What follows belongs to an exercise in optimizing a design on an open flow for a short achievable clock period and few clock cycles per item; a production flow would make more cautious choices.
The RTL was checked by simulation tests, not by an equivalence proof against the original design.
The clock port is modelled as an ideal driver; clocking choices that lean on that would not hold on a real chip.

==> inputs of 10-11 <==
Design matrix_vector_multiply_core, start of the top module:
module matrix_vector_multiply_core (
  input  logic                                clk,
  input  logic                                rst_n,
  input  logic                                in_valid,
  output logic                                in_stall,
  input  logic [25:0]                         in_data,
  output logic                                out_valid,
  input  logic                                out_stall,
  output logic [56:0]                         out_data,
  input  logic                                psel,
  input  logic                                penable,
  input  logic                                pwrite,
  input  logic [mvm_pkg::CFG_ADDR_BITS-1:0]   paddr,
  input  logic [mvm_pkg::CFG_DATA_BITS-1:0]   pwdata,
  output logic [mvm_pkg::CFG_DATA_BITS-1:0]   prdata,
  output logic                                pready
);
clock: 8.0 ns
lec_check: 0
abc_clock_period_in_ps: 2500
cap_margin: 20
core_margin: 2
core_utilization: 40
setup_slack_margin: 5
slew_margin: 20
synth_memory_max_bits: 8192
standard.sh (not shown) runs the stock make flow with config.mk's settings and CLKGATE_MAP_FILE= SYNTH_SCRIPT=/design/flow/synth_recipe.tcl, a recipe that flattens the netlist after the stock synthesis.
==> flow/flow/run.sh <==
#!/bin/bash
# Own layout flow: the standard flow (standard.sh, standard synthesis and
# all ORFS steps unchanged) with two hooks:
#   pre_dpl.tcl   before detailed placement, puts each output flip-flop beside
#                 its port buffer
#   post_cts.tcl  after clock tree synthesis, lets the clock port drive the
#                 top clock buffers itself, then repairs timing
set -euo pipefail
work=$(pwd)
bash standard.sh PRE_DETAIL_PLACE_TCL="$work/flow/pre_dpl.tcl" POST_CTS_TCL="$work/flow/post_cts.tcl" finish > "$work/standard_finish.log" 2>&1
grep -h "pre_dpl:" "$work"/orfs/logs/*/matrix_vector_multiply_core/base/3_5_place_dp.log > "$work/hooks_summary.log" || true
grep -h "post_cts:" "$work"/orfs/logs/*/matrix_vector_multiply_core/base/4_1_cts.log >> "$work/hooks_summary.log" || true
test -f "$work/out/final.def"
==> flow/flow/post_cts.tcl <==
set block [ord::get_db_block]
set clk_net [$block findNet clk]
set root_its {}
foreach it [$clk_net getITerms] { lappend root_its $it }
if {[llength $root_its] == 1} {
  set root [[lindex $root_its 0] getInst]
  set master [[$root getMaster] getName]
  set out_net ""
  foreach it [$root getITerms] {
    if {[$it isOutputSignal]} { set out_net [$it getNet] }
  }
  set loads {}
  if {$out_net ne "" && $out_net ne "NULL"} {
    foreach it [$out_net getITerms] {
      if {[$it getInst] != $root} { lappend loads $it }
    }
  }
  set ok [expr {[string match "sky130_fd_sc_hd__clkbuf_*" $master] && [llength $loads] > 0 && [llength $loads] <= 4 && [llength [$out_net getBTerms]] == 0}]
  foreach it $loads {
    if {![string match "sky130_fd_sc_hd__clkbuf_*" [[[$it getInst] getMaster] getName]]} { set ok 0 }
  }
  if {$ok} {
    puts "post_cts: removing root buffer [$root getName] ($master), clock port now drives [llength $loads] buffers"
    foreach it $loads {
      $it disconnect
      $it connect $clk_net
    }
    odb::dbInst_destroy $root
    odb::dbNet_destroy $out_net
  } else {
    puts "post_cts: root buffer left in place"
  }
} else {
  puts "post_cts: clock port drives [llength $root_its] cells, nothing to do"
}

estimate_parasitics -placement
report_clock_latency
set saved_margin $::env(SETUP_SLACK_MARGIN)
set ::env(SETUP_SLACK_MARGIN) 5.3
repair_timing_helper
set ::env(SETUP_SLACK_MARGIN) $saved_margin
detailed_placement
check_placement -verbose
report_worst_slack
==> flow/flow/pre_dpl.tcl <==
# Sourced by ORFS's detail_place.tcl before detailed placement
# (PRE_DETAIL_PLACE_TCL). Each flip-flop that drives an output port's buffer
# is moved onto that buffer, so that detailed placement legalizes it right
# beside it: the wire between them is the load on the flip-flop's Q, which
# is part of every output path.
set block [ord::get_db_block]
set moved 0
foreach bt [$block getBTerms] {
  if {[$bt getIoType] ne "OUTPUT"} continue
  set net [$bt getNet]
  if {$net eq "NULL"} continue
  set buf ""
  foreach it [$net getITerms] { if {[$it isOutputSignal]} { set buf [$it getInst] } }
  if {$buf eq ""} continue
  set flop ""
  foreach it [$buf getITerms] {
    if {![$it isInputSignal]} continue
    set n2 [$it getNet]
    if {$n2 eq "NULL"} continue
    foreach it2 [$n2 getITerms] {
      if {[$it2 isOutputSignal]} { set flop [$it2 getInst] }
    }
  }
  if {$flop eq ""} continue
  if {![string match "sky130_fd_sc_hd__*df*" [[$flop getMaster] getName]]} continue
  if {[$flop isFixed]} continue
  set loc [$buf getLocation]
  $flop setLocation [lindex $loc 0] [lindex $loc 1]
  incr moved
}
puts "pre_dpl: moved $moved output flip-flops onto their port buffers"
==> 09-15: changes against 10-11 <==
--- a/flow/design.v
+++ b/flow/design.v
@@ -296,49 +296,44 @@
     if (!rst_q) done6 <= 1'b0;
     else        done6 <= done5;
     fin6  <= fin5;
     row6  <= row5;
     lo6   <= {1'b0, acc_s[H-1:0]} + {1'b0, acc_c[H-1:0]};
     hi0_6 <= acc_s[W-1:H] + acc_c[W-1:H];
     hi1_6 <= hx_s + {hx_c[H-1:1], 1'b1};
   end
-  logic [D*57-1:0]      fifo_mem;
-  logic [D-1:0]         wen6;       
+  logic [56:0]          fifo_mem [D];
   logic [56:0]          new_ent;
   logic [$clog2(D)-1:0] wp_r, rp_r, rp_1;
   logic [$clog2(D):0]   cnt_r, cnt_hold, cnt_take;
   logic                 have;
   logic                 out_valid_r;
   logic [56:0]          out_r;
   logic [56:0]          head0, head1, out_take;
   assign new_ent  = {lo6[H] ? hi1_6 : hi0_6, lo6[H-1:0], row6, fin6};
   assign rp_1     = rp_r + 1'b1;
   assign have     = (cnt_r != '0);    
   assign cnt_hold = cnt_r + ($clog2(D)+1)'(done6);
   assign cnt_take = have ? cnt_hold - ($clog2(D)+1)'(1) : cnt_hold;
-  assign head0    = (done6 && cnt_r == '0) ? new_ent : fifo_mem[rp_r*57 +: 57];
-  assign head1    = (done6 && cnt_r == ($clog2(D)+1)'(1)) ? new_ent : fifo_mem[rp_1*57 +: 57];
+  assign head0    = (done6 && cnt_r == '0) ? new_ent : fifo_mem[rp_r];
+  assign head1    = (done6 && cnt_r == ($clog2(D)+1)'(1)) ? new_ent : fifo_mem[rp_1];
   assign out_take = have ? head1 : head0;
   always_ff @(posedge clk) begin
-    for (int i = 0; i < D; i++) begin
-      if (wen6[i]) fifo_mem[i*57 +: 57] <= new_ent;
+    if (done6) begin
+      fifo_mem[wp_r] <= new_ent;
     end
     out_r <= out_stall ? head0 : out_take;
     if (!rst_q) begin
       wp_r        <= '0;
-      wen6        <= '0;
       rp_r        <= '0;
       cnt_r       <= '0;
       out_taken   <= 1'b0;
     end else begin
       if (done6) wp_r <= wp_r + 1'b1;
-      for (int i = 0; i < D; i++) begin
-        wen6[i] <= done5 && ((done6 ? wp_r + 1'b1 : wp_r) == $clog2(D)'(i));
-      end
       rp_r        <= (out_stall || !have) ? rp_r : rp_1;
       cnt_r       <= out_stall ? cnt_hold : cnt_take;
       out_taken   <= out_stall ? 1'b0 : have;
     end
     if (!rst_n || !rst_q) begin
       out_valid_r <= 1'b0;
     end else begin
       out_valid_r <= out_stall ? (cnt_hold != '0) : (cnt_take != '0);
==> flow/flow/run.sh (replaced) <==
#!/bin/bash
# Own layout flow: the standard flow (standard.sh, standard synthesis and
# all ORFS steps unchanged) with one hook after clock tree synthesis,
# post_cts.tcl, which lets the clock port drive the top clock buffers itself.
set -euo pipefail
work=$(pwd)
bash standard.sh POST_CTS_TCL="$work/flow/post_cts.tcl" finish > "$work/standard_finish.log" 2>&1
grep -h "post_cts:" "$work"/orfs/logs/*/matrix_vector_multiply_core/base/4_1_cts.log > "$work/post_cts_summary.log" || true
test -f "$work/out/final.def"
removed: flow/flow/pre_dpl.tcl
==> 01-19: changes against 10-11 <==
==> flow/flow/run.sh (replaced) <==
#!/bin/bash
set -euo pipefail
work=$(pwd)
bash standard.sh SETUP_SLACK_MARGIN=5.4 MAX_REPAIR_ANTENNAS_ITER_DRT=10 PRE_DETAIL_PLACE_TCL="$work/flow/pre_dpl.tcl" POST_CTS_TCL="$work/flow/post_cts.tcl" finish > "$work/standard_finish.log" 2>&1
grep -h "pre_dpl:" "$work"/orfs/logs/*/matrix_vector_multiply_core/base/3_5_place_dp.log > "$work/hooks_summary.log" || true
grep -h "post_cts:" "$work"/orfs/logs/*/matrix_vector_multiply_core/base/4_1_cts.log >> "$work/hooks_summary.log" || true
test -f "$work/out/final.def"
--- a/flow/flow/post_cts.tcl
+++ b/flow/flow/post_cts.tcl
@@ -32,14 +32,14 @@
   }
 } else {
   puts "post_cts: clock port drives [llength $root_its] cells, nothing to do"
 }
 
 estimate_parasitics -placement
 report_clock_latency
 set saved_margin $::env(SETUP_SLACK_MARGIN)
-set ::env(SETUP_SLACK_MARGIN) 5.3
+set ::env(SETUP_SLACK_MARGIN) 5.4
 repair_timing_helper
 set ::env(SETUP_SLACK_MARGIN) $saved_margin
 detailed_placement
 check_placement -verbose
 report_worst_slack
==> flow/flow/pre_dpl.tcl (replaced) <==
# Sourced by ORFS's detail_place.tcl before detailed placement
# (PRE_DETAIL_PLACE_TCL). Each output port's buffer is moved to the core
# edge next to its pin, and the flip-flop that drives that buffer onto the
# buffer, so that detailed placement legalizes both right beside the pin:
# the wires between flip-flop, buffer and pin are loads on every output path.
set block [ord::get_db_block]
set core [$block getCoreArea]
set cx0 [$core xMin]; set cy0 [$core yMin]; set cx1 [$core xMax]; set cy1 [$core yMax]
proc clampv {v lo hi} { expr {$v < $lo ? $lo : ($v > $hi ? $hi : $v)} }
set moved 0
foreach bt [$block getBTerms] {
  if {[$bt getIoType] ne "OUTPUT"} continue
  set net [$bt getNet]
  if {$net eq "NULL"} continue
  set buf ""
  foreach it [$net getITerms] { if {[$it isOutputSignal]} { set buf [$it getInst] } }
  if {$buf eq ""} continue
  if {[$buf isFixed]} continue
  set bb [$bt getBBox]
  set px [expr {([$bb xMin] + [$bb xMax]) / 2}]
  set py [expr {([$bb yMin] + [$bb yMax]) / 2}]
  set bw [[$buf getMaster] getWidth]; set bh [[$buf getMaster] getHeight]
  set bx [clampv $px $cx0 [expr {$cx1 - $bw}]]
  set by [clampv $py $cy0 [expr {$cy1 - $bh}]]
  $buf setLocation $bx $by
  set flop ""
  foreach it [$buf getITerms] {
    if {![$it isInputSignal]} continue
    set n2 [$it getNet]
    if {$n2 eq "NULL"} continue
    foreach it2 [$n2 getITerms] {
      if {[$it2 isOutputSignal]} { set flop [$it2 getInst] }
    }
  }
  if {$flop ne "" && [string match "sky130_fd_sc_hd__*df*" [[$flop getMaster] getName]] && ![$flop isFixed]} {
    set fw [[$flop getMaster] getWidth]; set fh [[$flop getMaster] getHeight]
    $flop setLocation [clampv $bx $cx0 [expr {$cx1 - $fw}]] [clampv $by $cy0 [expr {$cy1 - $fh}]]
    incr moved
  }
}
puts "pre_dpl: moved $moved output buffers to their pins, with their flip-flops"
CORE_UTILIZATION = 55   (was 40)
PLACE_DENSITY = 0.65   (was unset)
==> flow_summary.toml <==
[power]
pwr_density_cell_mw_per_mm2 = 261
power_switching_share = 0.214

[placement]
place_worst_setup_slack_ns = 3.85
gp_routability_congestion = 0.815

[yosys]
muxShareOfSynthArea = 0.0417
mean_post_synth_cell_area_um2 = 18.5

[detailed_routing]
met2_wirelength_mm = 278
ant_nets = 2

[die]
initial_core_util = 0.402

[outcome]
check-failures = "antenna rules"
run_status = "failed layout checks"
Source of the figures above: 09-15

==> flow_summary.toml <==
[outcome]
run_status = "complete, no violations"

[finish]
finalNonFillerCells = 16860

[detailed_routing]
dr.first_iter.drc_count = 15857
met2_wirelength_mm = 275

[placement]
dpl.hpwl_mm = 301
place_worst_setup_slack_ns = 3.58

[power]
power_switching_share = 0.213

[yosys]
yosys.cell_types.count = 72

[die]
die_w_um = 613
initial_core_util = 0.553

[cts]
clk-insertion-delay-late_ns = 0.79

[setup_path]
critical_path_buf_inv_count = 1
Source of the figures above: 01-19

==> flow_summary.toml <==
[placement]
place_worst_setup_slack_ns = 3.55
gp_routability_congestion = 0.815

[yosys]
mean_post_synth_cell_area_um2 = 18.5
muxShareOfSynthArea = 0.0426

[outcome]
run_status = "complete, no violations"

[detailed_routing]
ant_nets = 0
post_drt_via_cell_ratio = 6.09
met2_wirelength_mm = 284

[setup_path]
reg2reg_from = "u_ctrl.col_sel_r[15]"

[power]
power_switching_share = 0.216
Source of the figures above: 10-11

Testbench counts of 10-11, summed over its fixed seeds: cycles 71,928, items 65,248.
Testbench counts of 09-15, summed over its fixed seeds: cycles 71,928, items 65,248.
Testbench counts of 01-19, summed over its fixed seeds: cycles 71,928, items 65,248.

==> what the ideal ports hide <==
How much do the figures lean on ideal ports? The routed layouts below were timed once more, with nothing changed but the port constraints. Step 1: set_driving_cell puts a clkbuf_16 on clk and a buf_2 on each other input, an assumption about the parent block. Step 2 times the ports against the registers' clock, not the clock port: input delays grow and output delays shrink by t, the midpoint of the rising clock arrivals with the driver on. a / b / c = ideal ports / drivers / drivers and shift; a / b = the first two.
run | shift t [ns] | slack for setup (ns) | worst setup path after step 2 | slew at the worst register clock pin (ns)
10-11 | 1.012 | 5.151 / 4.926 / 4.374 | input to register | 0.07 / 0.07
09-15 | 1.000 | 5.124 / 4.896 / 4.435 | input to register | 0.07 / 0.07
01-19 | 0.984 | 5.207 / 4.982 / 4.735 | input to register | 0.07 / 0.07
The setup slack of 10-11, which loses most, moves by -0.225 ns with the drivers and by -0.777 ns with both steps.
